Context: an optimization exercise on an open-source flow, tuned for a short achievable clock period and few clock cycles per item. The choices shown serve that exercise and are no tape-out recipe. RTL that was checked went through simulation tests only; none was proved equivalent to the original. No functional check of the RTL was part of runs 1 and 4. Power figures rest on the tool's default switching activity, not on a simulated workload.

==> flow/design.v <==
`default_nettype none
package pipe_pkg;
    localparam logic [4:0] OP_RTYPE = 5'd0;
    localparam logic [4:0] OP_J     = 5'd1;
    localparam logic [4:0] OP_BNE   = 5'd2;
    localparam logic [4:0] OP_ADDI  = 5'd5;
    localparam logic [4:0] OP_BLT   = 5'd6;
    localparam logic [4:0] OP_SW    = 5'd7;
    localparam logic [4:0] OP_LW    = 5'd8;
endpackage
`default_nettype wire
`timescale 1ns/1ns
`default_nettype none
module pfx_add #(
    parameter int W = 32
) (
    input  wire logic [W-1:0] a_i,
    input  wire logic [W-1:0] b_i,
    input  wire logic         c_i,
    output logic [W-1:0]      s_o
);
    localparam int LV = (W <= 2) ? 1 : (W <= 4) ? 2 : (W <= 8) ? 3 : (W <= 16) ? 4 : (W <= 32) ? 5 : 6;
    logic [(LV+1)*W-1:0] g;
    logic [(LV+1)*W-1:0] p;
    logic [W-1:0]        c;
    for (genvar i = 0; i < W; i++) begin : g_bit
        if (i == 0) begin : g_lsb
            assign g[i] = (a_i[i] & b_i[i]) | ((a_i[i] | b_i[i]) & c_i);
        end else begin : g_up
            assign g[i] = a_i[i] & b_i[i];
        end
        assign p[i] = a_i[i] | b_i[i];
    end
    for (genvar l = 0; l < LV; l++) begin : g_lvl
        for (genvar i = 0; i < W; i++) begin : g_node
            if (l == 0 && i == 1) begin : g_bit1
                assign g[W+i] = g[i] | (p[i] & a_i[0] & b_i[0])
                              | (p[i] & a_i[0] & c_i) | (p[i] & b_i[0] & c_i);
                assign p[W+i] = p[i] & p[i-1];
            end else if (i >= (1 << l)) begin : g_comb
                assign g[(l+1)*W+i] = g[l*W+i] | (p[l*W+i] & g[l*W+i-(1<<l)]);
                assign p[(l+1)*W+i] = p[l*W+i] & p[l*W+i-(1<<l)];
            end else begin : g_pass
                assign g[(l+1)*W+i] = g[l*W+i];
                assign p[(l+1)*W+i] = p[l*W+i];
            end
        end
    end
    assign c[0] = c_i;
    for (genvar i = 1; i < W; i++) begin : g_carry
        assign c[i] = g[LV*W+i-1];
    end
    assign s_o = (a_i ^ c) ^ b_i;
endmodule
module slt32 (
    input  wire logic [31:0] x_i,
    input  wire logic [31:0] y_i,
    output logic             lt_o
);
    logic [31:0] xs;
    logic [31:0] yn;
    logic [62:0] g;    
    logic [62:0] p;
    assign xs = {~x_i[31], x_i[30:0]};
    assign yn = ~{~y_i[31], y_i[30:0]};
    for (genvar i = 0; i < 32; i++) begin : g_leaf
        assign g[i] = xs[i] & yn[i];
        assign p[i] = xs[i] | yn[i];
    end
    for (genvar i = 0; i < 16; i++) begin : g_l1
        assign g[32+i] = g[2*i+1] | (p[2*i+1] & g[2*i]);
        assign p[32+i] = p[2*i+1] & p[2*i];
    end
    for (genvar i = 0; i < 8; i++) begin : g_l2
        assign g[48+i] = g[32+2*i+1] | (p[32+2*i+1] & g[32+2*i]);
        assign p[48+i] = p[32+2*i+1] & p[32+2*i];
    end
    for (genvar i = 0; i < 4; i++) begin : g_l3
        assign g[56+i] = g[48+2*i+1] | (p[48+2*i+1] & g[48+2*i]);
        assign p[56+i] = p[48+2*i+1] & p[48+2*i];
    end
    for (genvar i = 0; i < 2; i++) begin : g_l4
        assign g[60+i] = g[56+2*i+1] | (p[56+2*i+1] & g[56+2*i]);
        assign p[60+i] = p[56+2*i+1] & p[56+2*i];
    end
    assign g[62] = g[61] | (p[61] & g[60]);
    assign p[62] = p[61] & p[60];
    assign lt_o = !(g[62] | p[62]);
endmodule
module alu (
    input  wire logic [31:0] a_i,
    input  wire logic [31:0] b_i,
    input  wire logic [4:0]  shamt_i,
    input  wire logic        add_i,
    input  wire logic        sub_i,
    input  wire logic        and_i,
    input  wire logic        or_i,
    input  wire logic        sll_i,
    input  wire logic        sra_i,
    output logic [31:0]      result_o
);
    logic [31:0] sum;
    logic [31:0] shl;
    logic [31:0] shr;
    pfx_add #(.W(32)) u_add (
        .a_i (a_i),
        .b_i (b_i ^ {32{sub_i}}),
        .c_i (sub_i),
        .s_o (sum)
    );
    assign shl = a_i << shamt_i;
    assign shr = $signed(a_i) >>> shamt_i;
    assign result_o = ({32{add_i | sub_i}} & sum)
                    | ({32{and_i}} & (a_i & b_i))
                    | ({32{or_i}}  & (a_i | b_i))
                    | ({32{sll_i}} & shl)
                    | ({32{sra_i}} & shr);
endmodule
`default_nettype wire
`timescale 1ns/1ns
`default_nettype none
module processor (
    input  wire logic             clock_i,
    input  wire logic             reset_i,
    output logic [31:0]           imem_addr_o,
    input  wire logic [31:0]      imem_data_i,
    output logic [31:0]           dmem_addr_o,
    output logic [31:0]           dmem_wdata_o,
    output logic                  dmem_wren_o,
    input  wire logic [31:0]      dmem_rdata_i,
    output logic                  rf_write_en_o,
    output logic [4:0]            rf_write_reg_o,
    output logic [31:0]           rf_write_data_o,
    output logic [4:0]            rf_read_reg_a_o,
    output logic [4:0]            rf_read_reg_b_o,
    input  wire logic [31:0]      rf_read_data_a_i,
    input  wire logic [31:0]      rf_read_data_b_i
);
    localparam int SHORT = 6;   
    logic [31:0] pc_q;
    logic        fd_v;
    logic [31:0] fd_ins;
    logic [4:0]  fd_rb;       
    logic [31:0] fd_pc;
    logic [31:0] fd_pc1;      
    logic        fd_hit;      
    logic        fd_pred;     
    logic        fd_rtype;
    logic        fd_addi;
    logic        fd_lw;
    logic        fd_reads_a;  
    logic        fd_reads_b;  
    logic        fd_sw;
    logic        fd_br;       
    logic        fd_bne;
    logic        dx_v;
    logic        dx_wr;       
    logic        dx_ld;
    logic        dx_addi;
    logic [31:0] dx_nimm;     
    logic        dx_st;
    logic        dx_br;
    logic        dx_bne;
    logic        dx_pred;
    logic [4:0]  dx_rd;
    logic [31:0] dx_a;        
    logic [31:0] dx_b;        
    logic [31:0] dx_s;        
    logic        dx_fa;       
    logic        dx_fb;
    logic        dx_fs;
    logic [31:0] dx_alt;      
    logic [4:0]  dx_shamt;
    logic        dx_add, dx_sub, dx_and, dx_or, dx_sll, dx_sra;
    logic        xm_wr;       
    logic        xm_st;       
    logic        xm_ld;
    logic [4:0]  xm_rd;
    logic [31:0] xm_res;
    logic [31:0] xm_addr;     
    logic [31:0] xm_sd;
    logic        wb_en;
    logic [4:0]  wb_idx;
    logic [31:0] wb_data;
    logic [31:0] wb_out;      
    logic        stall;       
    logic        redirect;    
    logic        d_redir;     
    logic        e_mis;       
    logic [31:0] d_alt;       
    logic [31:0] d_tgt;
    logic [4:0]  i_op;
    logic        i_j;
    logic        i_bne;
    logic        i_blt;
    logic        i_br;
    logic        i_rtype;
    logic [31:0] pc1;
    logic        i_pred;
    logic        i_short;     
    logic        i_take;      
    logic [4:0]  i_rs;
    logic [4:0]  i_rb;
    logic        i_reads_a;
    logic        i_reads_b;
    logic [SHORT:0]    f_lo;
    logic [31-SHORT:0] pc_hi_p1;
    logic [31-SHORT:0] pc_hi_m1;
    assign i_op    = imem_data_i[31:27];
    assign i_j     = (i_op == pipe_pkg::OP_J);
    assign i_bne   = (i_op == pipe_pkg::OP_BNE);
    assign i_blt   = (i_op == pipe_pkg::OP_BLT);
    assign i_rtype = (i_op == pipe_pkg::OP_RTYPE);
    assign i_br    = (i_bne || i_blt) && (imem_data_i[16:0] != 17'd0);
    assign i_rs    = imem_data_i[21:17];
    assign i_rb    = i_rtype ? imem_data_i[16:12] : imem_data_i[26:22];
    assign i_reads_a = i_rtype || i_br || (i_op == pipe_pkg::OP_ADDI)
                       || (i_op == pipe_pkg::OP_LW) || (i_op == pipe_pkg::OP_SW);
    assign i_reads_b = i_rtype || i_br || (i_op == pipe_pkg::OP_SW);
    pfx_add #(.W(32)) u_pc1 (
        .a_i (pc_q),
        .b_i (32'd0),
        .c_i (1'b1),
        .s_o (pc1)
    );
    assign i_pred  = i_br && (i_bne || imem_data_i[16]);
    assign i_short = (imem_data_i[16:SHORT-1] == '0) || (imem_data_i[16:SHORT-1] == '1);
    assign i_take  = i_bne || (i_blt && imem_data_i[16]);
    pfx_add #(.W(SHORT+1)) u_f_lo (
        .a_i ({1'b0, pc_q[SHORT-1:0]}),
        .b_i ({1'b0, imem_data_i[SHORT-1:0]}),
        .c_i (1'b1),
        .s_o (f_lo)
    );
    pfx_add #(.W(32-SHORT)) u_hi_p1 (
        .a_i (pc_q[31:SHORT]),
        .b_i ('0),
        .c_i (1'b1),
        .s_o (pc_hi_p1)
    );
    pfx_add #(.W(32-SHORT)) u_hi_m1 (
        .a_i (pc_q[31:SHORT]),
        .b_i ('1),
        .c_i (1'b0),
        .s_o (pc_hi_m1)
    );
    logic [31:0] pc_keep;
    logic [31:0] pc_nx;
    logic        f_go;
    logic        s_keep, s_j, s_seq, s_lo, s_hp, s_hm;
    logic        f_c;
    assign pc_keep = d_redir ? d_tgt : pc_q;
    assign f_go    = !d_redir && !stall;
    assign f_c     = f_lo[SHORT];
    assign s_keep = !f_go;
    assign s_j    = f_go && i_j;
    assign s_seq  = f_go && !i_j && !i_take;
    assign s_lo   = f_go && i_take;                            
    assign s_hp   = f_go && i_take && f_c && !imem_data_i[16];   
    assign s_hm   = f_go && i_take && !f_c && imem_data_i[16];   
    assign pc_nx[SHORT-1:0] = ({SHORT{s_keep}} & pc_keep[SHORT-1:0])
                            | ({SHORT{s_j}}    & imem_data_i[SHORT-1:0])
                            | ({SHORT{s_seq}}  & pc1[SHORT-1:0])
                            | ({SHORT{s_lo}}   & f_lo[SHORT-1:0]);
    assign pc_nx[31:SHORT]  = ({(32-SHORT){s_keep}} & pc_keep[31:SHORT])
                            | ({(32-SHORT){s_j}}    & {5'd0, imem_data_i[26:SHORT]})
                            | ({(32-SHORT){s_seq}} & pc1[31:SHORT])
                            | ({(32-SHORT){s_lo && !s_hp && !s_hm}} & pc_q[31:SHORT])
                            | ({(32-SHORT){s_hp}}   & pc_hi_p1)
                            | ({(32-SHORT){s_hm}}   & pc_hi_m1);
    always_ff @(posedge clock_i) begin
        if (reset_i) begin
            pc_q <= '0;
        end else begin
            pc_q <= redirect ? dx_alt : e_mis ? d_alt : pc_nx;
        end
    end
    always_ff @(posedge clock_i) begin
        if (!stall) begin
            fd_ins     <= imem_data_i;
            fd_rb      <= i_rb;
            fd_pc      <= pc_q;
            fd_pc1     <= pc1;
            fd_hit     <= i_pred && i_short;
            fd_pred    <= i_pred;
            fd_rtype   <= i_rtype;
            fd_addi    <= (i_op == pipe_pkg::OP_ADDI);
            fd_lw      <= (i_op == pipe_pkg::OP_LW);
            fd_sw      <= (i_op == pipe_pkg::OP_SW);
            fd_br      <= i_br;
            fd_bne     <= i_bne;
            fd_reads_a <= i_rtype || i_br || (i_op == pipe_pkg::OP_ADDI)
                          || (i_op == pipe_pkg::OP_LW) || (i_op == pipe_pkg::OP_SW);
            fd_reads_b <= i_rtype || i_br || (i_op == pipe_pkg::OP_SW);
        end
        if (reset_i || redirect || d_redir || e_mis) begin
            fd_v <= 1'b0;
        end else if (!stall) begin
            fd_v <= !i_j;
        end
    end
    assign imem_addr_o = pc_q;
    logic [4:0]  rs;
    logic [4:0]  rd;
    logic [4:0]  fn;
    logic        use_imm;
    logic        d_wr;
    logic [31:0] m_val;
    logic [31:0] val_a;
    logic [31:0] val_b;
    logic [31:0] imm;
    assign rs  = fd_ins[21:17];
    assign rd  = fd_ins[26:22];
    assign fn  = fd_ins[6:2];
    assign imm = {{15{fd_ins[16]}}, fd_ins[16:0]};
    assign rf_read_reg_a_o = rs;
    assign rf_read_reg_b_o = fd_rb;
    assign use_imm = fd_addi || fd_lw || fd_sw;
    assign d_wr    = (fd_rtype || fd_addi || fd_lw) && (rd != 5'd0);
    pfx_add #(.W(32)) u_tgt (
        .a_i (fd_pc),
        .b_i (imm),
        .c_i (1'b1),
        .s_o (d_tgt)
    );
    assign m_val = xm_ld ? dmem_rdata_i : xm_res;
    assign val_a = (xm_wr && xm_rd == rs)    ? m_val
                 : (wb_en && wb_idx == rs)   ? wb_data
                 : rf_read_data_a_i;
    assign val_b = (xm_wr && xm_rd == fd_rb)  ? m_val
                 : (wb_en && wb_idx == fd_rb) ? wb_data
                 : rf_read_data_b_i;
    assign stall = fd_v && dx_v && dx_ld && dx_wr
                   && ((fd_reads_a && rs == dx_rd) || (fd_reads_b && fd_rb == dx_rd));
    logic        fuse;
    logic        e_zero;
    logic [31:0] nimm;
    pfx_add #(.W(32)) u_nimm (
        .a_i (~imm),
        .b_i (32'd0),
        .c_i (1'b1),
        .s_o (nimm)
    );
    assign fuse   = fd_v && fd_br && fd_bne && fd_hit && dx_v && dx_addi && dx_wr
                    && ((rs == 5'd0 && dx_rd == rd) || (rd == 5'd0 && dx_rd == rs));
    assign e_zero = dx_fa ? (xm_res == dx_nimm) : (dx_a == dx_nimm);
    assign e_mis  = fuse && (e_zero == fd_hit);
    assign d_alt  = fd_hit ? fd_pc1 : d_tgt;
    assign d_redir = fd_v && fd_pred && !fd_hit && !stall && !fuse;
    always_ff @(posedge clock_i) begin
        dx_wr    <= d_wr;
        dx_ld    <= fd_lw;
        dx_addi  <= fd_addi;
        dx_nimm  <= nimm;
        dx_st    <= fd_sw;
        dx_br    <= fd_br && !fuse;
        dx_bne   <= fd_bne;
        dx_pred  <= fd_pred;
        dx_rd    <= rd;
        dx_a     <= val_a;
        dx_b     <= use_imm ? imm : val_b;
        dx_s     <= val_b;
        dx_fa    <= dx_v && dx_wr && dx_rd == rs;
        dx_fb    <= dx_v && dx_wr && dx_rd == fd_rb && !use_imm;
        dx_fs    <= dx_v && dx_wr && dx_rd == fd_rb;
        dx_alt   <= fd_pred ? fd_pc1 : d_tgt;
        dx_shamt <= fd_ins[11:7];
        dx_add   <= use_imm || (fd_rtype && fn == 5'd0);
        dx_sub   <= fd_rtype && fn == 5'd1;
        dx_and   <= fd_rtype && fn == 5'd2;
        dx_or    <= fd_rtype && fn == 5'd3;
        dx_sll   <= fd_rtype && fn == 5'd4;
        dx_sra   <= fd_rtype && fn == 5'd5;
        if (reset_i) begin
            dx_v <= 1'b0;
        end else begin
            dx_v <= fd_v && !stall && !redirect;
        end
    end
    logic [31:0] op_a;
    logic [31:0] op_b;
    logic [31:0] op_s;
    logic [31:0] alu_res;
    logic        taken;
    assign op_a = dx_fa ? xm_res : dx_a;
    assign op_b = dx_fb ? xm_res : dx_b;
    assign op_s = dx_fs ? xm_res : dx_s;
    alu u_alu (
        .a_i      (op_a),
        .b_i      (op_b),
        .shamt_i  (dx_shamt),
        .add_i    (dx_add),
        .sub_i    (dx_sub),
        .and_i    (dx_and),
        .or_i     (dx_or),
        .sll_i    (dx_sll),
        .sra_i    (dx_sra),
        .result_o (alu_res)
    );
    logic lt_rr, lt_rm, lt_mr;
    logic gt_rr, gt_rm, gt_mr;
    logic t_rr, t_rm, t_mr;
    slt32 u_lt_rr (.x_i(dx_s),   .y_i(dx_a),   .lt_o(lt_rr));
    slt32 u_lt_rm (.x_i(dx_s),   .y_i(xm_res), .lt_o(lt_rm));
    slt32 u_lt_mr (.x_i(xm_res), .y_i(dx_a),   .lt_o(lt_mr));
    slt32 u_gt_rr (.x_i(dx_a),   .y_i(dx_s),   .lt_o(gt_rr));
    slt32 u_gt_rm (.x_i(xm_res), .y_i(dx_s),   .lt_o(gt_rm));
    slt32 u_gt_mr (.x_i(dx_a),   .y_i(xm_res), .lt_o(gt_mr));
    assign t_rr = lt_rr || (dx_bne && gt_rr);
    assign t_rm = lt_rm || (dx_bne && gt_rm);
    assign t_mr = lt_mr || (dx_bne && gt_mr);
    always_comb begin
        case ({dx_fs, dx_fa})
            2'b00:   taken = t_rr;
            2'b01:   taken = t_rm;
            2'b10:   taken = t_mr;
            default: taken = 1'b0;   
        endcase
    end
    assign redirect = dx_v && dx_br && (taken != dx_pred);
    always_ff @(posedge clock_i) begin
        xm_ld  <= dx_ld;
        xm_rd  <= dx_rd;
        xm_res <= alu_res;
        xm_addr <= (dx_ld || dx_st) ? alu_res : '0;
        xm_sd  <= op_s;
        if (reset_i) begin
            xm_wr <= 1'b0;
            xm_st <= 1'b0;
        end else begin
            xm_wr <= dx_v && dx_wr;
            xm_st <= dx_v && dx_st;
        end
    end
    assign dmem_addr_o  = xm_addr;
    assign dmem_wdata_o = xm_sd;
    assign dmem_wren_o  = xm_st;
    always_ff @(posedge clock_i) begin
        wb_idx  <= xm_rd;
        wb_data <= m_val;
        wb_out  <= xm_wr ? m_val : '0;
        if (reset_i) begin
            wb_en <= 1'b0;
        end else begin
            wb_en <= xm_wr;
        end
    end
    assign rf_write_en_o   = wb_en;
    assign rf_write_reg_o  = wb_idx;
    assign rf_write_data_o = wb_out;
endmodule
`default_nettype wire
==> flow/flow/run.sh <==
#!/bin/bash
# The standard layout, with faster cells as the port buffers (ORFS's
# buffer_ports otherwise picks a delay cell, which repair_timing does not
# always resize). Every tool's output goes to a log file of its own.
set -euo pipefail
bash standard.sh "BUFFER_PORTS_ARGS=-buffer_cell sky130_fd_sc_hd__buf_6" finish > standard_flow.log 2>&1
==> flow/standard.sh <==
#!/bin/bash
# synth_recipe.tcl (not shown) runs the flow's synth.tcl, then flattens the netlist and writes it again
# the make line also repeats each setting of config.mk as NAME=value (left out here)
make -C /OpenROAD-flow-scripts/flow DESIGN_CONFIG=/design/flow/config.mk WORK_HOME=/design/flow/orfs CLKGATE_MAP_FILE= SYNTH_SCRIPT=/design/flow/synth_recipe.tcl "${@:-finish}"
==> flow/config.mk <==
export PLATFORM = sky130hd
export DESIGN_NAME = processor
export DESIGN_NICKNAME = processor
export VERILOG_FILES = /design/flow/design.v
export SDC_FILE = /design/flow/constraint.sdc
export NUM_CORES = 4
export LEC_CHECK = 0
export ABC_AREA = 1
export CAP_MARGIN = 20
export CORE_MARGIN = 2
export CORE_UTILIZATION = 40
export SETUP_SLACK_MARGIN = 4.5
export SLEW_MARGIN = 20
==> flow/constraint.sdc <==
create_clock -name core_clock -period 7.0 [get_ports {clock_i}]
set_input_delay 1.4000 -clock core_clock [delete_from_list [all_inputs] [get_ports {clock_i}]]
set_output_delay 1.4000 -clock core_clock [all_outputs]
set_load 0.01 [all_outputs]
==> results of run 1 <==
-- power groups by stage --
stage	registers (W)	clock network, W	logic (W)
global placement	0.00331	0	0.00146
detailed placement	0.00331	0	0.00145
floorplan	0.00325	0	0.000946
CTS	0.00323	0.00342	0.00172
global route	0.00324	0.00355	0.00219
finish	0.00323	0.00340	0.00203
-- Yosys cell counts (22+ instances only) --
master	n	area share (%)
clkbuf_1	136	1.6
nor3_1	41	0.63
nand3_1	325	5.0
xnor2_1	30	0.81
o211ai_1	40	0.92
dfxtp_1	394	24
xor2_1	124	3.3
nor2_1	571	6.6
edfxtp_1	106	9.8
buf_1	22	0.25
buf_2	22	0.34
inv_1	637	7.4
and2_1	23	0.44
o21ai_0	545	8.4
o21ai_2	34	0.92
a21oi_1	157	2.4
o21ai_1	29	0.45
nand2_1	1740	20
nand4_1	61	1.2
-- worst max-delay path by stage --
stage / start / to / slack, ns / depth (start not counted)
floorplan: imem_data_i[1] / pc_q[7]$_SDFF_PP0_ / 4.14 / 15
global placement: dx_v$_SDFF_PP0_ / pc_q[3]$_SDFF_PP0_ / 2.97 / 13
detailed placement: dx_v$_SDFF_PP0_ / pc_q[12]$_SDFF_PP0_ / 2.98 / 13
CTS: fd_ins[20]$_DFFE_PN_ / rf_read_reg_a_o[3] / 4.30 / 1
global route: dx_fa$_DFF_P_ / pc_q[26]$_SDFF_PP0_ / 4.13 / 18
finish: dx_fa$_DFF_P_ / pc_q[26]$_SDFF_PP0_ / 4.25 / 19
-- metrics by stage --
stage / area [sq um] / total power (W) / util (%) / hold WS (ns) / worst slack, ns
after floorplan: 32580 / 0.004194 / - / 0.3393 / 4.136
after global placement: 36390 / 0.004766 / 45.25 / 0.3579 / 2.966
after detailed placement: 36390 / 0.004763 / 45.25 / 0.3579 / 2.977
after CTS: 43600 / 0.008372 / 54.22 / 0.3730 / 4.300
after global routing: 46820 / 0.008976 / 58.22 / 0.3865 / 4.131
final: 46820 / 0.008664 / 58.22 / 0.3670 / 4.248
-- worst register-to-register path: cells and delay by family, from the launching register on --
kind | cells | cell delay, ns
flip-flops | 1 | 0.42
AO/OA/AOI/OAI | 3 | 0.53
buffers and inverters | 6 | 0.80
AND/OR/NAND/NOR | 10 | 0.89
-- kinds of logic (layout without fill, tap and decap cells) --
logic type | after synthesis | count (layout) | synth area share (%)
buf+inv | 861 | 1440 | 10.54
compound gates | 894 | 895 | 15.27
flops | 500 | 500 | 34.10
simple gates | 2831 | 2840 | 35.43
mux | 9 | 9 | 0.2775
xor+xnor | 154 | 154 | 4.155
fa+ha+maj | 6 | 6 | 0.2312
-- layout make-up --
cell class	instances	area, sq um
Inverter	655	2562
Timing Repair Buffer	674	7281
Sequential cell	500	11440
Clock buffer	81	1659
Tap cell	1060	1326
Clock inverter	27	481.7
Multi-Input combinational cell	3904	22040
Fill cell	7514	33600
Timing Repair inverter	3	26.28
-- routing by layer --
metal	vias up	track usage (%)	routed length (um)
met3	553	4.181	10490
met1	17580	40.40	56020
met2	1893	58.97	71710
met4	2	20.68	11290
met5	-	0	11
li1	17900	-	-
-- timing repair --
action | in CTS | in global routing
setup buffers | 218 | 120
pin swaps | 184 | 257
gates cloned | 28 | 3
gates resized for setup | 868 | 637
setup endpoints to repair | 358 | 331
==> reports/qor.txt, run 1 <==
pwr dens - 185.1 nW/um^2
root buf cell - clkbuf_16
Net count, final - 5931
dpl hpwl - 104900 um
DIE HEIGHT - 288.9 um
All-Layer GR Usage - 34.10%
DRC Markers - 0
Detailed Route WL - 149500 um
Num CTS Buffers - 57
Setup Crit Path Kind - reg -> reg
pin slew with the least headroom to its limit - 1.182 ns
WP data required - 7.60 ns
period utilisation layout - 39.32%
Synthesis Warnings - 1
Post-synth EDFFs - 106
clk_skew - 0.06956 ns
Net Sw Frac - 31.81%
CTS tree - built
Buf/Inv on CP - 6
clock latency at the later pin of the worst-skew pair - 0.69 ns
core area - 80420 sq um
P_int - 0.005908 W
Slew Viols, Final - 0
hold depth - 0
Initial DRC Count - 3654
setup TNS - 0 ns
hold crit path type - reg -> reg
wire per inst - 21.66 um
critical path cell sequence - buf_12 -> buf_16 -> o21ai_4 -> inv_2 -> nand2_1 -> nand2_1 -> inv_1 -> nand2_1 -> nor2_2 -> nand2_1 -> nor2_4 -> nand2_4 -> buf_6 -> a21oi_4 -> buf_6 -> o21ai_2 -> nand3_1 -> nand2_1 -> nor2_1
Placer Congestion - 1.008
Psw - 0.002756 W
depth of the CTS H-tree - 2
net count after synthesis - 5391
Critical R2R Capture - pc_q[26]$_SDFF_PP0_
port bufs - 274
Post-CTS Hold Buffers - 0
final setup vio count - 0
peak supply drop - 188.5 uV
ratio of cells with drive above 1 in the final layout - 30.66%
vias per cell - 5.493
CP delay by family, top - simple AND/OR/NAND/NOR gates
number of global-route vias before repair - 35400
commonest non-fill, non-tap cell in the layout - nand2_1
syn avg cell area - 6.178 sq um
R2R Setup Slk - 4.25 ns
largest net degree at the start of global routing - 76
placed cells - 6427
Arrival @ worst endpoint - 3.35 ns
io pins - 275
Netlist cell types - 56
Most used DFF post-synth - dfxtp_1
Final Hold Viols - 0
leading cell types in the layout, fill and taps excluded - nand2_1, inv_1, nor2_1
CTS clk-pin slew, worst paths - 0.06 ns
antenna diode count - 0
Max Clock Freq - 363.3 MHz
HP Start - fd_lw$_DFFE_PN_
Reg2Reg Launch Point - dx_fa$_DFF_P_
R2R depth - 19
worst hold path endpoint - dx_ld$_DFF_P_
Crit Path Max Fanout - 7
fin cells - 6904
Top cell by count, worst path - nand2_1
#FFs+latches synth - 500
# rows - 104
Initial Util - 40.37%
post-synthesis instance total - 5255
Clk pwr share - 39.2%
cell area after synthesis - 32460 sq um
die width - 288.9 um
Worst path slowest cell - dfxtp_4
Seq/Total Area, Yosys - 34.10%
max cap viols - 0
first-pass GRT wire length - 215600 um
via count - 37930
Max-slew headroom - 21.12%
status - timing/DRC/antenna clean
combinational share of power - 23.5%
fin crit period - 2.752 ns
Critical Path Source Type - register
die area - 83460 sq um
Async SR Flop Fraction - 0%
Clock Tree Buf Depth - 3
Post-DRT Antenna Nets - 0
Seq pwr share - 37.3%
CP max stage delay - 0.42 ns
Pleak - 22.01 nW
unrepaired setup endpoints after global routing - true
kind of end point of the critical path - register
Area Growth Syn to Fin - 44.21%
CTS sink cnt - 500
initial antenna violation count - 2
grt total ovfl - 0
DR pass1 iterations - 9
==> inputs of run 2 (changes only) <==
--- a/flow/design.v
+++ b/flow/design.v
@@ -158,4 +158,2 @@
     logic        dx_ld;
-    logic        dx_addi;
-    logic [31:0] dx_nimm;     
     logic        dx_st;
@@ -188,4 +186,2 @@
     logic        d_redir;     
-    logic        e_mis;       
-    logic [31:0] d_alt;       
     logic [31:0] d_tgt;
@@ -274,3 +270,3 @@
         end else begin
-            pc_q <= redirect ? dx_alt : e_mis ? d_alt : pc_nx;
+            pc_q <= redirect ? dx_alt : pc_nx;
         end
@@ -295,3 +291,3 @@
         end
-        if (reset_i || redirect || d_redir || e_mis) begin
+        if (reset_i || redirect || d_redir) begin
             fd_v <= 1'b0;
@@ -334,17 +330,3 @@
                    && ((fd_reads_a && rs == dx_rd) || (fd_reads_b && fd_rb == dx_rd));
-    logic        fuse;
-    logic        e_zero;
-    logic [31:0] nimm;
-    pfx_add #(.W(32)) u_nimm (
-        .a_i (~imm),
-        .b_i (32'd0),
-        .c_i (1'b1),
-        .s_o (nimm)
-    );
-    assign fuse   = fd_v && fd_br && fd_bne && fd_hit && dx_v && dx_addi && dx_wr
-                    && ((rs == 5'd0 && dx_rd == rd) || (rd == 5'd0 && dx_rd == rs));
-    assign e_zero = dx_fa ? (xm_res == dx_nimm) : (dx_a == dx_nimm);
-    assign e_mis  = fuse && (e_zero == fd_hit);
-    assign d_alt  = fd_hit ? fd_pc1 : d_tgt;
-    assign d_redir = fd_v && fd_pred && !fd_hit && !stall && !fuse;
+    assign d_redir = fd_v && fd_pred && !fd_hit && !stall;
     always_ff @(posedge clock_i) begin
@@ -352,6 +334,4 @@
         dx_ld    <= fd_lw;
-        dx_addi  <= fd_addi;
-        dx_nimm  <= nimm;
         dx_st    <= fd_sw;
-        dx_br    <= fd_br && !fuse;
+        dx_br    <= fd_br;
         dx_bne   <= fd_bne;
==> run 2 against run 1 <==
  * First-iteration DRC count is 3.3% lower
  * Sequential cell count down 33
  * Die area fell by 5.3%
  * Sequential share of layout area fell by 0.20 points
  * Synthesized area down 5.4%
  * Worst hold slack worse by 0.025 ns
  * Global-route usage rose by 1.3 points
  * Clock-buffer cell count down 13
  * Critical endpoint is now pc_q[23]$_SDFF_PP0_
  * Total power shrank 2.4%
  * Synthesized cell count down 5.1%
  * Largest power group unchanged
  * Combinational power is 5% higher
  * Via count is 3.8% lower
==> reports/qor.txt, run 2 <==
final setup vio count - 0 (unchanged)
hold crit path type - reg -> reg
post-synthesis instance total - 4987 (-5.1%)
critical path cell sequence - buf_12 -> inv_4 -> a21oi_4 -> buf_6 -> buf_6 -> nand4_1 -> nor2_4 -> clkbuf_16 -> a21oi_2 -> nand3_2 -> nor2_1 -> nand2_1 -> nand2_1 -> nor2_1
CP endpoint - pc_q[23]$_SDFF_PP0_
DIE HEIGHT - 281.2 um (-2.7%)
Placer Congestion - 0.9925 (-1.5%)
CTS clk-pin slew, worst paths - 0.06 ns (about the same)
Initial DRC Count - 3535 (-3.3%)
Worst path slowest cell - nor2_4
die width - 281.2 um (-2.7%)
Async SR Flop Fraction - 0% (unchanged)
dpl hpwl - 104100 um (-0.79%)
ranking of synthesized cells by area - dfxtp_1, nand2_1, edfxtp_1
Clock Tree Buf Depth - 3 (unchanged)
status - timing/DRC/antenna clean
Netlist cell types - 67 (+20%)
Max-slew headroom - 41.82% (+21 points)
Seq/Total Area, Yosys - 33.88% (-0.22 points)
met2 Resource Use GR - 62.36% (+3.4 points)
DRC Markers - 0 (unchanged)
setup TNS - 0 ns (unchanged)
P_int - 0.005693 W (-3.6%)
#FFs+latches synth - 467 (-6.6%)
CP max stage delay - 0.30 ns (-0.12 ns)
CTS tree - built
Max Clock Freq - 368.1 MHz (+1.3%)
post-synth top area cell - dfxtp_1
io pins - 275 (unchanged)
largest net degree at the start of global routing - 74 (-2.6%)
period utilisation layout - 38.81% (-0.51 points)
Synthesis Warnings - 1 (unchanged)
Pleak - 21.27 nW (-3.3%)
WP data required - 7.57 ns (-0.03 ns)
Post-DRT Antenna Nets - 0 (unchanged)
DR pass1 iterations - 6 (-3)
via count - 36490 (-3.8%)
Seq pwr share - 36.0% (-1.3 points)
ratio of cells with drive above 1 in the final layout - 33.02% (+2.4 points)
syn avg cell area - 6.161 sq um (-0.27%)
Post-synth EDFFs - 106 (unchanged)
CTS sink cnt - 467 (-6.6%)
net count after synthesis - 5122 (-5.0%)
Net count, final - 5648 (-4.8%)
Slew Viols, Final - 0 (unchanged)
peak supply drop - 214.2 uV (+14%)
R2R Setup Slk - 4.31 ns (+0.06 ns)
cell area after synthesis - 30730 sq um (-5.4%)
root buf cell - clkbuf_16
commonest cells in the synthesized netlist - nand2_1, inv_1, nor2_1
All-Layer GR Usage - 35.35% (+1.3 points)
unrepaired setup endpoints after global routing - true
critical path launch point - imem_data_i[16]
leading cell types in the layout, fill and taps excluded - nand2_1, inv_1, nor2_1
kind of end point of the critical path - register
top-area cell type share of the netlist area - 23.52% (-0.77 points)
clock latency at the later pin of the worst-skew pair - 0.65 ns (-0.04 ns)
Net Sw Frac - 32.64% (+0.83 points)
Arrival @ worst endpoint - 3.29 ns (-0.06 ns)
die area - 79050 sq um (-5.3%)
# rows - 101 (-2.9%)
Critical Path Source Type - input pin
Reg2Reg Launch Point - fd_rb[1]$_DFFE_PN_
commonest non-fill, non-tap cell in the layout - nand2_1
vias per cell - 5.536 (+0.77%)
GRT met3 Usage - 4.190% (+0.0088 points)
GRT Max-Usage Layer - met2
max cap viols - 0 (unchanged)
wire per inst - 22.78 um (+5.2%)
Num CTS Buffers - 55 (-3.5%)
GRT met1 Usage - 41.12% (+0.72 points)
depth of the CTS H-tree - 2 (unchanged)
core area - 75950 sq um (-5.6%)
Setup Crit Path Kind - in -> reg
Initial Util - 40.46% (+0.085 points)
first-pass GRT wire length - 208400 um (-3.3%)
pin slew with the least headroom to its limit - 0.8635 ns (-0.3184 ns)
grt total ovfl - 0 (unchanged)
number of global-route vias before repair - 33470 (-5.5%)
pwr dens - 188.8 nW/um^2 (+2.0%)
R2R depth - 17 (-2)
overall power - 0.008452 W (-2.4%)
Psw - 0.002759 W (+0.11%)
Post-CTS Hold Buffers - 0 (unchanged)
Final Hold Viols - 0 (unchanged)
Detailed Route WL - 150200 um (+0.44%)
most frequent cell after synthesis - nand2_1
combinational share of power - 25.1% (+1.6 points)
Clk pwr share - 38.8% (-0.4 points)
initial antenna violation count - 3 (+1)
port bufs - 274 (unchanged)
Most used DFF post-synth - dfxtp_1
Crit Path Max Fanout - 11 (+4)
fin crit period - 2.717 ns (-0.03557 ns)
Critical R2R Capture - pc_q[7]$_SDFF_PP0_
clk_skew - 0.05111 ns (-0.01845 ns)
Area Growth Syn to Fin - 45.72%
[run 2: cell types whose count changed in the layout (fill, tap and decap cells not counted), moves of 23 or more]
cell	change
nand3_2	+24
inv_1	-83
nor2_1	-23
nand2_2	+26
o21ai_4	-27
inv_2	+24
dfxtp_1	-47
xor2_1	-30
o21ai_0	-58
nand2_1	-101
[run 2: worst min-delay path by stage]
stage | start | slack, ns | cells past startpoint | endpoint
after floorplan | fd_bne$_DFFE_PN_ | 0.32 | 0 | dx_bne$_DFF_P_
after global placement | fd_bne$_DFFE_PN_ | 0.32 | 0 | dx_bne$_DFF_P_
after detailed placement | fd_br$_DFFE_PN_ | 0.33 | 0 | dx_br$_DFF_P_
after CTS | xm_rd[1]$_DFF_P_ | 0.34 | 0 | wb_idx[1]$_DFF_P_
after global routing | xm_rd[1]$_DFF_P_ | 0.34 | 0 | wb_idx[1]$_DFF_P_
final | xm_rd[1]$_DFF_P_ | 0.34 | 0 | wb_idx[1]$_DFF_P_
[run 2: layout make-up]
class / instances / area, sq um
fill: 7210 / 31180
multi-input combinational: 3726 / 20790
sequential: 467 / 10850
timing repair buffer: 659 / 7345
inverter: 599 / 2380
clock buffer: 68 / 1538
tap: 1030 / 1289
clock inverter: 36 / 533.0
timing repair inverter: 5 / 50.05
antenna: 2 / 5.005
[run 2: timing repair]
action,4_1_cts,5_1_grt
gates cloned,23,18
gates resized for setup,643,815
setup buffers,182,142
endpoints found under the setup margin,328,258
pin swaps,123,286
[run 2: power groups by stage]
stage | combinational (W) | clock, W | sequential (W)
floorplan | 0.000988 | 0 | 0.00306
global placement | 0.00153 | 0 | 0.00313
detailed placement | 0.00152 | 0 | 0.00313
CTS | 0.00178 | 0.00330 | 0.00304
global route | 0.00228 | 0.00341 | 0.00306
finish | 0.00213 | 0.00328 | 0.00305
[run 2: routing by layer]
layer	share of wire [%]	routed length (um)
met1	37	55130
met2	48	72390
met3	7.4	11190
met4	7.6	11470
met5	0	0
[run 2: cell families after synthesis]
logic type	after synthesis	synth area share (%)
AOI/OAI and AO/OA	858	15.69
xor gates and xnor gates	87	2.480
adders and majority gates	5	0.2036
buffers and inverters	801	10.36
DFF	467	33.88
muxes	12	0.3909
and+or+nand+nor	2757	37.00
[run 2: critical path: cells and delay by family]
kind	cells	cell delay [ns]
AND/OR/NAND/NOR	7	0.84
buffers and inverters	5	0.71
AO/OA/AOI/OAI	2	0.30
[run 2: stage by stage]
stage / hold slack, ns / utilization (%) / worst slack, ns / instances / instance area [sq um]
2_1_floorplan: 0.3233 / - / 4.209 / 4987 / 30900
3_3_place_gp: 0.3247 / 45.56 / 3.054 / 6121 / 34600
3_5_place_dp: 0.3301 / 45.56 / 3.032 / 6121 / 34600
4_1_cts: 0.3395 / 53.52 / 4.256 / 6430 / 40650
5_1_grt: 0.3428 / 58.94 / 4.211 / 6590 / 44770
6_report: 0.3415 / 58.95 / 4.283 / 6592 / 44770
Testbench counts of run 2, summed over its fixed seeds: cycles 20,603, instrs 18,352.
==> inputs of run 3 (changes only) <==
--- a/flow/config.mk
+++ b/flow/config.mk
@@ -11,2 +11,3 @@
 export CORE_UTILIZATION = 40
+export PLACE_DENSITY = 0.7
 export SETUP_SLACK_MARGIN = 4.5
==> run 3 against run 2 <==
  * Still clean on timing, DRC and antenna
  * Sequential power about the same
  * Clock-buffer cell count decreased by 9
  * Synthesized cell count unchanged
  * Clock power decreased by 11%
  * Maximum frequency decreased by 0.27%
  * Global-route usage decreased by 1.7 points
  * Via count increased by 0.36%
  * Critical path depth decreased by 12
  * Register-to-register slack improved by 0.03 ns
  * First-iteration DRC count increased by 32%
  * Final cell count decreased by 0.80%
  * Worst hold slack improved by 0.0030 ns
  * Critical path type is now reg -> out
  * Largest power group is now registers
  * Highest routed layer unchanged
==> reports/qor.txt, run 3 <==
max cap viols - 0 (unchanged)
wire per inst - 22.01 um (-3.4%)
CP max stage delay - 0.44 ns (+0.14 ns)
root buf cell - clkbuf_16
WP data required - 5.60 ns (-1.97 ns)
fin area - 43880 sq um (-2.0%)
top-area cell type share of the netlist area - 23.52% (unchanged)
Multi-input gate area - 20770 sq um (about the same)
CTS sink cnt - 467 (unchanged)
Buf/Inv on CP - 2 (-3)
post-synthesis xor/xnor area fraction - 2.480% (unchanged)
Synth Area in Simple Gates - 37.00% (unchanged)
Seq/Total Area, Yosys - 33.88% (unchanged)
# rows - 101 (unchanged)
Seq pwr share - 38.0% (+2.0 points)
Arrival @ worst endpoint - 1.32 ns (-1.97 ns)
Post-DRT Antenna Nets - 0 (unchanged)
core area - 75950 sq um (unchanged)
leading cell types in the layout, fill and taps excluded - nand2_1, inv_1, nor2_1
largest net degree at the start of global routing - 74 (unchanged)
DP Area - 34590 sq um (about the same)
Net count, final - 5598 (-0.89%)
period utilisation layout - 38.92% (+0.11 points)
net count after synthesis - 5122 (unchanged)
Max-slew headroom - 41.57% (-0.26 points)
CTS tree - built
vias per cell - 5.601 (+1.2%)
commonest non-fill, non-tap cell in the layout - nand2_1
Initial Util - 40.46% (unchanged)
unrepaired setup endpoints after global routing - true
commonest cells in the synthesized netlist - nand2_1, inv_1, nor2_1
Synthesis Warnings - 1 (unchanged)
final setup vio count - 0 (unchanged)
number of global-route vias before repair - 33070 (-1.2%)
combinational share of power - 25.7% (+0.6 points)
most frequent cell after synthesis - nand2_1
critical path cell sequence - buf_6 -> buf_6
via count - 36620 (+0.36%)
cell area after synthesis - 30730 sq um (unchanged)
Clk pwr share - 36.3% (-2.5 points)
#FFs+latches synth - 467 (unchanged)
fillcell total - 7067 (-2.0%)
Placer Congestion - 1.007 (+1.5%)
Initial DRC Count - 4661 (+32%)
worst hold slack - 0.3445 ns (+0.003034 ns)
first-pass GRT wire length - 202100 um (-3.0%)
All-Layer GR Usage - 33.65% (-1.7 points)
initial antenna violation count - 3 (unchanged)
largest family of logic cells by synthesized area - simple AND/OR/NAND/NOR gates
grt total ovfl - 0 (unchanged)
port bufs - 274 (unchanged)
Crit Path Max Fanout - 2 (-9)
status - timing/DRC/antenna clean
Clock Tree Buf Depth - 3 (unchanged)
pin slew with the least headroom to its limit - 0.8753 ns (+0.01177 ns)
overall power - 0.008017 W (-5.2%)
Net Sw Frac - 33.40% (+0.76 points)
DIE HEIGHT - 281.2 um (unchanged)
Pleak - 20.78 nW (-2.3%)
Netlist cell types - 67 (unchanged)
depth of the CTS H-tree - 2 (unchanged)
DRC Markers - 0 (unchanged)
dpl hpwl - 99090 um (-4.8%)
post-synthesis mux area share - 0.3909% (unchanged)
ratio of cells with drive above 1 in the final layout - 31.52% (-1.5 points)
ranking of synthesized cells by area - dfxtp_1, nand2_1, edfxtp_1
syn avg cell area - 6.161 sq um (unchanged)
Sequential Area - 10810 sq um (-0.39%)
kind of end point of the critical path - output pin
peak supply drop - 160.1 uV (-25%)
Worst path slowest cell - edfxtp_1
post-synthesis instance total - 4987 (unchanged)
clock latency at the later pin of the worst-skew pair - 0.65 ns (about the same)
Num CTS Buffers - 52 (-5.5%)
Detailed Route WL - 143900 um (-4.2%)
Final Hold Viols - 0 (unchanged)
area share of fa/ha/maj cells after synthesis - 0.2036% (unchanged)
Setup Crit Path Kind - reg -> out
CP delay by family, top - flip-flops
die area - 79050 sq um (unchanged)
io pins - 275 (unchanged)
DR pass1 iterations - 8 (+2)
fin crit period - 2.724 ns (+0.007480 ns)
Psw - 0.002678 W (-2.9%)
clk_skew - 0.04429 ns (-0.006815 ns)
post-synth top area cell - dfxtp_1
Most used DFF post-synth - dfxtp_1
Post-synth EDFFs - 106 (unchanged)
Top cell by count, worst path - buf_6
Max Clock Freq - 367.1 MHz (-0.27%)
Area Growth Syn to Fin - 42.80%
die width - 281.2 um (unchanged)
Slew Viols, Final - 0 (unchanged)
hold crit path type - reg -> reg
P_int - 0.005339 W (-6.2%)
Compound-Gate Fraction of Synth Area - 15.69% (unchanged)
Async SR Flop Fraction - 0% (unchanged)
setup TNS - 0 ns (unchanged)
pwr dens - 182.7 nW/um^2 (-3.2%)
CTS clk-pin slew, worst paths - 0.06 ns (about the same)
Critical Path Source Type - register
run 3: cell counts after synthesis:
Identical to the previous run, type by type.
run 3: power by group through the flow:
stage / Combinational [W] / Sequential (W) / Clock, W
finish: 0.00206 / 0.00305 / 0.00291
global route: 0.00221 / 0.00306 / 0.00303
CTS: 0.00168 / 0.00303 / 0.00293
detailed placement: 0.00150 / 0.00312 / 0
global placement: 0.00149 / 0.00312 / 0
floorplan: 0.000988 / 0.00306 / 0
run 3: kinds of logic after synthesis:
logic type / after synthesis
compound gates: 858
xor+xnor: 87
fa+ha+maj: 5
buf+inv: 801
flops: 467
mux: 12
simple gates: 2757
run 3: layer usage:
metal  track usage, %  share of wire [%]  vias to the layer above
li1                 -                  -                    17030
met1            41.86                 37                    16930
met2            55.71                 45                     2146
met3            5.478                9.8                      516
met4            17.94                7.6                        0
met5                0                  0                        -
run 3: worst register-to-register path, delay by kind of cell, from the launching register on:
| kind | cells | cell delay, ns |
|---|---|---|
| AO/OA/AOI/OAI | 6 | 1.08 |
| buffers and inverters | 5 | 0.67 |
| flip-flops | 1 | 0.45 |
| AND/OR/NAND/NOR | 4 | 0.30 |
run 3: cell type report:
type	count	area share (%)
inverters	599	5.378
well taps	1030	2.937
repair inverters	6	0.1711
diodes	2	0.01141
repair buffers	609	15.42
clock buffers	59	3.143
flip-flops and latches	467	24.63
multi-input cells	3728	47.35
clock inverters	39	0.9696
run 3: per-stage QoR:
step           std cells  setup WS [ns]  util [%]
2_1_floorplan       4987          4.209         -
3_3_place_gp        6121          3.249     45.54
3_5_place_dp        6121          3.193     45.54
4_1_cts             6365          4.369     51.83
5_1_grt             6537          4.197     57.76
6_report            6539          4.276     57.77
run 3: repair_timing:
item	4_1_cts	5_1_grt
pin swaps	71	248
gates cloned	19	21
gates resized for setup	504	875
setup buffers	127	151
setup endpoints to repair	294	212
hold buffers	0	0
run 3: path summary, 6_finish.rpt:
path,slack [ns],end,cells past startpoint,start
hold / removal,0.34,dx_br$_DFF_P_,0,fd_br$_DFFE_PN_
setup reg to reg,4.34,xm_res[28]$_DFF_P_,15,dx_fa$_DFF_P_
setup / recovery,4.28,rf_read_reg_b_o[0],2,fd_rb[0]$_DFFE_PN_
hold reg to reg,0.34,dx_br$_DFF_P_,0,fd_br$_DFFE_PN_
==> inputs of run 4 (changes only) <==
--- a/flow/design.v
+++ b/flow/design.v
@@ -21,3 +21,3 @@
 );
-    localparam int LV = (W <= 2) ? 1 : (W <= 4) ? 2 : (W <= 8) ? 3 : (W <= 16) ? 4 : (W <= 32) ? 5 : 6;
+    localparam int LV = $clog2(W);
     logic [(LV+1)*W-1:0] g;
@@ -35,7 +35,3 @@
         for (genvar i = 0; i < W; i++) begin : g_node
-            if (l == 0 && i == 1) begin : g_bit1
-                assign g[W+i] = g[i] | (p[i] & a_i[0] & b_i[0])
-                              | (p[i] & a_i[0] & c_i) | (p[i] & b_i[0] & c_i);
-                assign p[W+i] = p[i] & p[i-1];
-            end else if (i >= (1 << l)) begin : g_comb
+            if (i >= (1 << l)) begin : g_comb
                 assign g[(l+1)*W+i] = g[l*W+i] | (p[l*W+i] & g[l*W+i-(1<<l)]);
@@ -150,4 +146,2 @@
     logic        fd_lw;
-    logic        fd_reads_a;  
-    logic        fd_reads_b;  
     logic        fd_sw;
@@ -155,2 +149,4 @@
     logic        fd_bne;
+    logic        fd_reads_a;
+    logic        fd_reads_b;
     logic        dx_v;
@@ -177,3 +173,2 @@
     logic [31:0] xm_res;
-    logic [31:0] xm_addr;     
     logic [31:0] xm_sd;
@@ -182,3 +177,2 @@
     logic [31:0] wb_data;
-    logic [31:0] wb_out;      
     logic        stall;       
@@ -196,7 +190,4 @@
     logic        i_short;     
-    logic        i_take;      
-    logic [4:0]  i_rs;
-    logic [4:0]  i_rb;
-    logic        i_reads_a;
-    logic        i_reads_b;
+    logic        i_take;
+    logic [31:0] f_tgt;
     logic [SHORT:0]    f_lo;
@@ -210,7 +201,2 @@
     assign i_br    = (i_bne || i_blt) && (imem_data_i[16:0] != 17'd0);
-    assign i_rs    = imem_data_i[21:17];
-    assign i_rb    = i_rtype ? imem_data_i[16:12] : imem_data_i[26:22];
-    assign i_reads_a = i_rtype || i_br || (i_op == pipe_pkg::OP_ADDI)
-                       || (i_op == pipe_pkg::OP_LW) || (i_op == pipe_pkg::OP_SW);
-    assign i_reads_b = i_rtype || i_br || (i_op == pipe_pkg::OP_SW);
     pfx_add #(.W(32)) u_pc1 (
@@ -223,7 +209,7 @@
     assign i_short = (imem_data_i[16:SHORT-1] == '0) || (imem_data_i[16:SHORT-1] == '1);
-    assign i_take  = i_bne || (i_blt && imem_data_i[16]);
+    assign i_take  = i_pred && i_short;
     pfx_add #(.W(SHORT+1)) u_f_lo (
-        .a_i ({1'b0, pc_q[SHORT-1:0]}),
+        .a_i ({1'b0, pc1[SHORT-1:0]}),
         .b_i ({1'b0, imem_data_i[SHORT-1:0]}),
-        .c_i (1'b1),
+        .c_i (1'b0),
         .s_o (f_lo)
@@ -231,3 +217,3 @@
     pfx_add #(.W(32-SHORT)) u_hi_p1 (
-        .a_i (pc_q[31:SHORT]),
+        .a_i (pc1[31:SHORT]),
         .b_i ('0),
@@ -237,3 +223,3 @@
     pfx_add #(.W(32-SHORT)) u_hi_m1 (
-        .a_i (pc_q[31:SHORT]),
+        .a_i (pc1[31:SHORT]),
         .b_i ('1),
@@ -242,26 +228,5 @@
     );
-    logic [31:0] pc_keep;
-    logic [31:0] pc_nx;
-    logic        f_go;
-    logic        s_keep, s_j, s_seq, s_lo, s_hp, s_hm;
-    logic        f_c;
-    assign pc_keep = d_redir ? d_tgt : pc_q;
-    assign f_go    = !d_redir && !stall;
-    assign f_c     = f_lo[SHORT];
-    assign s_keep = !f_go;
-    assign s_j    = f_go && i_j;
-    assign s_seq  = f_go && !i_j && !i_take;
-    assign s_lo   = f_go && i_take;                            
-    assign s_hp   = f_go && i_take && f_c && !imem_data_i[16];   
-    assign s_hm   = f_go && i_take && !f_c && imem_data_i[16];   
-    assign pc_nx[SHORT-1:0] = ({SHORT{s_keep}} & pc_keep[SHORT-1:0])
-                            | ({SHORT{s_j}}    & imem_data_i[SHORT-1:0])
-                            | ({SHORT{s_seq}}  & pc1[SHORT-1:0])
-                            | ({SHORT{s_lo}}   & f_lo[SHORT-1:0]);
-    assign pc_nx[31:SHORT]  = ({(32-SHORT){s_keep}} & pc_keep[31:SHORT])
-                            | ({(32-SHORT){s_j}}    & {5'd0, imem_data_i[26:SHORT]})
-                            | ({(32-SHORT){s_seq}} & pc1[31:SHORT])
-                            | ({(32-SHORT){s_lo && !s_hp && !s_hm}} & pc_q[31:SHORT])
-                            | ({(32-SHORT){s_hp}}   & pc_hi_p1)
-                            | ({(32-SHORT){s_hm}}   & pc_hi_m1);
+    assign f_tgt[SHORT-1:0] = f_lo[SHORT-1:0];
+    assign f_tgt[31:SHORT]  = (f_lo[SHORT] == imem_data_i[16]) ? pc1[31:SHORT]
+                            : f_lo[SHORT] ? pc_hi_p1 : pc_hi_m1;
     always_ff @(posedge clock_i) begin
@@ -269,4 +234,10 @@
             pc_q <= '0;
-        end else begin
-            pc_q <= redirect ? dx_alt : pc_nx;
+        end else if (redirect) begin
+            pc_q <= dx_alt;
+        end else if (d_redir) begin
+            pc_q <= d_tgt;
+        end else if (!stall) begin
+            if (i_j)         pc_q <= {5'd0, imem_data_i[26:0]};
+            else if (i_take) pc_q <= f_tgt;
+            else             pc_q <= pc1;
         end
@@ -276,6 +247,6 @@
             fd_ins     <= imem_data_i;
-            fd_rb      <= i_rb;
+            fd_rb      <= i_rtype ? imem_data_i[16:12] : imem_data_i[26:22];
             fd_pc      <= pc_q;
             fd_pc1     <= pc1;
-            fd_hit     <= i_pred && i_short;
+            fd_hit     <= i_take;
             fd_pred    <= i_pred;
@@ -404,3 +375,2 @@
         xm_res <= alu_res;
-        xm_addr <= (dx_ld || dx_st) ? alu_res : '0;
         xm_sd  <= op_s;
@@ -414,3 +384,3 @@
     end
-    assign dmem_addr_o  = xm_addr;
+    assign dmem_addr_o  = xm_res;
     assign dmem_wdata_o = xm_sd;
@@ -420,3 +390,2 @@
         wb_data <= m_val;
-        wb_out  <= xm_wr ? m_val : '0;
         if (reset_i) begin
@@ -429,3 +398,3 @@
     assign rf_write_reg_o  = wb_idx;
-    assign rf_write_data_o = wb_out;
+    assign rf_write_data_o = wb_data;
 endmodule
==> flow/run.sh (new file) <==
#!/bin/bash
# synth_recipe.tcl (not shown) runs the flow's synth.tcl, then flattens the netlist and writes it again
# the make line also repeats each setting of config.mk as NAME=value (left out here)
make -C /OpenROAD-flow-scripts/flow DESIGN_CONFIG=/design/flow/config.mk WORK_HOME=/design/flow/orfs CLKGATE_MAP_FILE= SYNTH_SCRIPT=/design/flow/synth_recipe.tcl finish
--- a/flow/config.mk
+++ b/flow/config.mk
@@ -11,3 +11,2 @@
 export CORE_UTILIZATION = 40
-export PLACE_DENSITY = 0.7
 export SETUP_SLACK_MARGIN = 4.5
removed: flow/flow/run.sh
removed: flow/standard.sh
==> run 4 against run 3 <==
  * Critical endpoint is now pc_q[22]$_SDFFE_PP0P_
  * Critical path depth increased by 18
  * Still clean
  * Sequential power decreased by 13%
  * Final cell count decreased by 7.7%
  * Largest power group unchanged
==> reports/qor.txt, run 4 <==
Synth Area in Simple Gates - 34.98% (-2.0 points)
WP data required - 7.51 ns (+1.91 ns)
post-synth top area cell - dfxtp_1
first-pass GRT wire length - 188300 um (-6.9%)
Compound-Gate Fraction of Synth Area - 18.10% (+2.4 points)
Psw - 0.002283 W (-15%)
Post-CTS Hold Buffers - 0 (unchanged)
ratio of cells with drive above 1 in the final layout - 27.31% (-4.2 points)
Critical Path Source Type - input pin
net count after synthesis - 4674 (-8.7%)
final setup vio count - 0 (unchanged)
CP max stage delay - 0.40 ns (-0.04 ns)
Reg2Reg Launch Point - pc_q[1]$_SDFFE_PP0P_
post-synthesis instance total - 4536 (-9.0%)
R2R depth - 19 (+4)
pin slew with the least headroom to its limit - 1.093 ns (+0.2173 ns)
setup TNS - 0 ns (unchanged)
Critical R2R Capture - pc_q[22]$_SDFFE_PP0P_
CTS sink cnt - 403 (-14%)
fin util - 56.38% (-1.4 points)
clock latency at the later pin of the worst-skew pair - 0.61 ns (-0.04 ns)
Multi-input gate area - 18650 sq um (-10%)
critical path launch point - imem_data_i[0]
Initial Util - 40.22% (-0.23 points)
Post-synth EDFFs - 106 (unchanged)
dpl hpwl - 95070 um (-4.1%)
clk_skew - 0.03505 ns (-0.009246 ns)
Num CTS Buffers - 47 (-9.6%)
Max Clock Freq - 320.2 MHz (-13%)
combinational share of power - 25.1% (-0.6 points)
R2R Setup Slk - 4.05 ns (-0.29 ns)
commonest non-fill, non-tap cell in the layout - nand2_1
max cap viols - 0 (unchanged)
Buf/Inv on CP - 4 (+2)
All-Layer GR Usage - 34.84% (+1.2 points)
core area - 69660 sq um (-8.3%)
CTS tree - built
antenna diode count - 0 (-2)
P_int - 0.004770 W (-11%)
die width - 268.7 um (-4.4%)
leading cell types in the layout, fill and taps excluded - nand2_1, inv_1, o21ai_0
top-area cell type share of the netlist area - 21.22% (-2.3 points)
DRC Markers - 0 (unchanged)
Most used DFF post-synth - dfxtp_1
critical path cell sequence - buf_8 -> ha_4 -> fa_2 -> nand2_2 -> nand3_4 -> nand2_4 -> nand2_8 -> nand2_8 -> nand2_8 -> nand3_4 -> buf_6 -> inv_6 -> buf_6 -> nand2_2 -> nand2_1 -> nand3_1 -> nand2_1 -> nand3_1 -> nand3_1 -> a21oi_1
port bufs - 274 (unchanged)
unrepaired setup endpoints after global routing - true
Net Sw Frac - 32.37% (-1.0 points)
Crit Path Max Fanout - 7 (+5)
hold crit path type - reg -> reg
DIE HEIGHT - 268.7 um (-4.4%)
wire per inst - 21.75 um (-1.2%)
Clock Tree Buf Depth - 3 (unchanged)
peak supply drop - 162.9 uV (+1.7%)
Seq/Total Area, Yosys - 32.58% (-1.3 points)
fillcell total - 6962 (-1.5%)
largest net degree at the start of global routing - 67 (-9.5%)
Clk pwr share - 37.4% (+1.1 points)
Final Hold Viols - 0 (unchanged)
vias per cell - 5.415 (-3.3%)
depth of the CTS H-tree - 2 (unchanged)
Worst path slowest cell - fa_2
Setup Crit Path Kind - in -> reg
DR pass1 iterations - 6 (-2)
Arrival @ worst endpoint - 3.64 ns (+2.32 ns)
status - timing/DRC/antenna clean
Area Growth Syn to Fin - 40.17%
Sequential Area - 9445 sq um (-13%)
ranking of synthesized cells by area - dfxtp_1, nand2_1, edfxtp_1
CP endpoint - pc_q[22]$_SDFFE_PP0P_
Async SR Flop Fraction - 0% (unchanged)
most frequent cell after synthesis - nand2_1
post-synthesis mux area share - 0.2858% (-0.11 points)
CP delay by family, top - simple AND/OR/NAND/NOR gates
fin cells - 6037 (-7.7%)
Pleak - 18.34 nW (-12%)
overall power - 0.007052 W (-12%)
Max-slew headroom - 27.08% (-14 points)
grt total ovfl - 0 (unchanged)
placed cells - 5607 (-8.4%)
syn avg cell area - 6.177 sq um (+0.26%)
Net count, final - 5197 (-7.2%)
# rows - 97 (-4.0%)
cell area after synthesis - 28020 sq um (-8.8%)
number of global-route vias before repair - 30770 (-7.0%)
#FFs+latches synth - 403 (-14%)
Post-DRT Antenna Nets - 0 (unchanged)
commonest cells in the synthesized netlist - nand2_1, inv_1, o21ai_0
Crit path depth - 20 (+18)
area share of fa/ha/maj cells after synthesis - 0.4376% (+0.23 points)
CTS clk-pin slew, worst paths - 0.06 ns (about the same)
die area - 72180 sq um (-8.7%)
Netlist cell types - 65 (-3.0%)
Slew Viols, Final - 0 (unchanged)
Seq pwr share - 37.5% (-0.5 points)
kind of end point of the critical path - register
root buf cell - clkbuf_16
post-synthesis xor/xnor area fraction - 2.916% (+0.44 points)
period utilisation layout - 44.62% (+5.7 points)
pwr dens - 179.6 nW/um^2 (-1.7%)
Placer Congestion - 1.009 (+0.16%)
Initial DRC Count - 3090 (-34%)
fin crit period - 3.123 ns (+0.3992 ns)
via count - 32690 (-11%)
Detailed Route WL - 131300 um (-8.8%)
largest family of logic cells by synthesized area - simple AND/OR/NAND/NOR gates
Synthesis Warnings - 1 (unchanged)
io pins - 275 (unchanged)
initial antenna violation count - 0 (-3)
==> run 4: cell types whose count changed after synthesis, moves of 10 or more <==
cell,delta
nor2_1,-145
o21a_1,+16
nand2_1,-167
nand3_1,-103
o21ai_0,+76
a21oi_1,-14
o21ai_2,-15
or2_2,+13
dfxtp_1,-64
xor2_1,-11
inv_2,-10
buf_2,-18
nor2_2,+15
==> run 4: worst min path at each step <==
stage | cells after the start | to | from | slack, ns
4_1_cts | 0 | dx_br$_DFF_P_ | fd_br$_DFFE_PN_ | 0.34
6_report | 0 | dx_br$_DFF_P_ | fd_br$_DFFE_PN_ | 0.34
3_3_place_gp | 0 | dx_bne$_DFF_P_ | fd_bne$_DFFE_PN_ | 0.33
2_1_floorplan | 0 | dx_bne$_DFF_P_ | fd_bne$_DFFE_PN_ | 0.32
5_1_grt | 0 | dx_bne$_DFF_P_ | fd_bne$_DFFE_PN_ | 0.35
3_5_place_dp | 0 | dx_br$_DFF_P_ | fd_br$_DFFE_PN_ | 0.33
==> run 4: worst reg2reg max path, cell delays in order, from the launching register on <==
cell and delay (ns):
dfxtp_4 0.41, buf_4 0.14, nand2_2 0.08, nor2_2 0.14
nand2_2 0.17, nand2_1 0.13, nand2_1 0.11, nand2_2 0.31
nand2_8 0.16, nand2_8 0.11, nand3_4 0.19, buf_6 0.19
inv_6 0.07, buf_6 0.10, nand3_1 0.07, nand3_1 0.09
nand2_1 0.09, nand3_1 0.08, nand3_1 0.07, a21oi_1 0.14
==> run 4: per-layer routing <==
metal	part of all wire (%)	track usage [%]	vias to the layer above
met1	37	39.15	15090
li1	-	-	15720
met4	8.1	23.41	2
met2	49	62.05	1445
met3	5.9	3.927	433
met5	0.035	0	-
==> run 4: cells by family after synthesis <==
family / Yosys count
buffers and inverters: 757
XOR/XNOR: 89
AND/OR/NAND/NOR: 2356
multiplexers: 8
AO/OA/AOI/OAI: 915
flip-flops: 403
adder cells (fa/ha/maj): 8
==> run 4: repair_timing <==
item,4_1_cts,5_1_grt
resized for setup,1569,338
endpoints found under the setup margin,325,199
pin swaps,206,182
cloned,18,2
buffers inserted,258,65
==> run 4: through the flow <==
stage | instance area, sq um | setup WS (ns) | hold slack (ns)
after floorplan | 28090 | 3.755 | 0.3233
after global placement | 31460 | 2.527 | 0.3262
after detailed placement | 31460 | 2.467 | 0.3302
after CTS | 37630 | 3.984 | 0.3442
after global routing | 39280 | 3.828 | 0.3510
final | 39280 | 3.877 | 0.3434
==> run 4: layout make-up <==
cell class | instances | share of cell area, %
timing repair buffer | 640 | 15.31
inverter | 582 | 5.916
multi-input combinational | 3382 | 47.48
timing repair inverter | 3 | 0.06053
tap | 940 | 2.995
clock buffer | 59 | 3.262
sequential | 403 | 24.05
clock inverter | 28 | 0.9239
==> run 4: power by group through the flow <==
stage / clock network (W) / registers [W] / logic (W)
5_1_grt: 0.00275 / 0.00265 / 0.00191
3_3_place_gp: 0 / 0.00271 / 0.00132
2_1_floorplan: 0 / 0.00267 / 0.000821
3_5_place_dp: 0 / 0.00271 / 0.00132
6_report: 0.00264 / 0.00264 / 0.00177
4_1_cts: 0.00266 / 0.00264 / 0.00158

static timing again, ports no longer ideal:
The results above use ideal ports. As a check the final layouts listed here were re-extracted and re-timed, cells and wires unchanged. Step 1 sets driving cells, clkbuf_16 on the clock port and buf_2 on the other inputs (assumed; they add their load-dependent delay and slew). Step 2 also shifts input and output timing later by t, the mid clock arrival at the registers, as if the neighbouring blocks saw the same clock. Three values: ideal, step 1, step 2; two values: the first two.
run | shift t [ns] | slack for setup (ns) | worst register clock-pin slew, ns
run 1 | 0.722 | 4.248 / 4.194 / 3.598 | 0.07 / 0.07
run 2 | 0.696 | 4.283 / 4.213 / 3.586 | 0.07 / 0.07
run 3 | 0.706 | 4.276 / 4.202 / 3.690 | 0.07 / 0.07
run 4 | 0.653 | 3.877 / 3.904 / 3.251 | 0.07 / 0.07
After both steps every run listed still meets setup and hold. For run 2, which loses most, drivers alone change the setup slack by -0.070 ns; drivers and shift together by -0.697 ns.
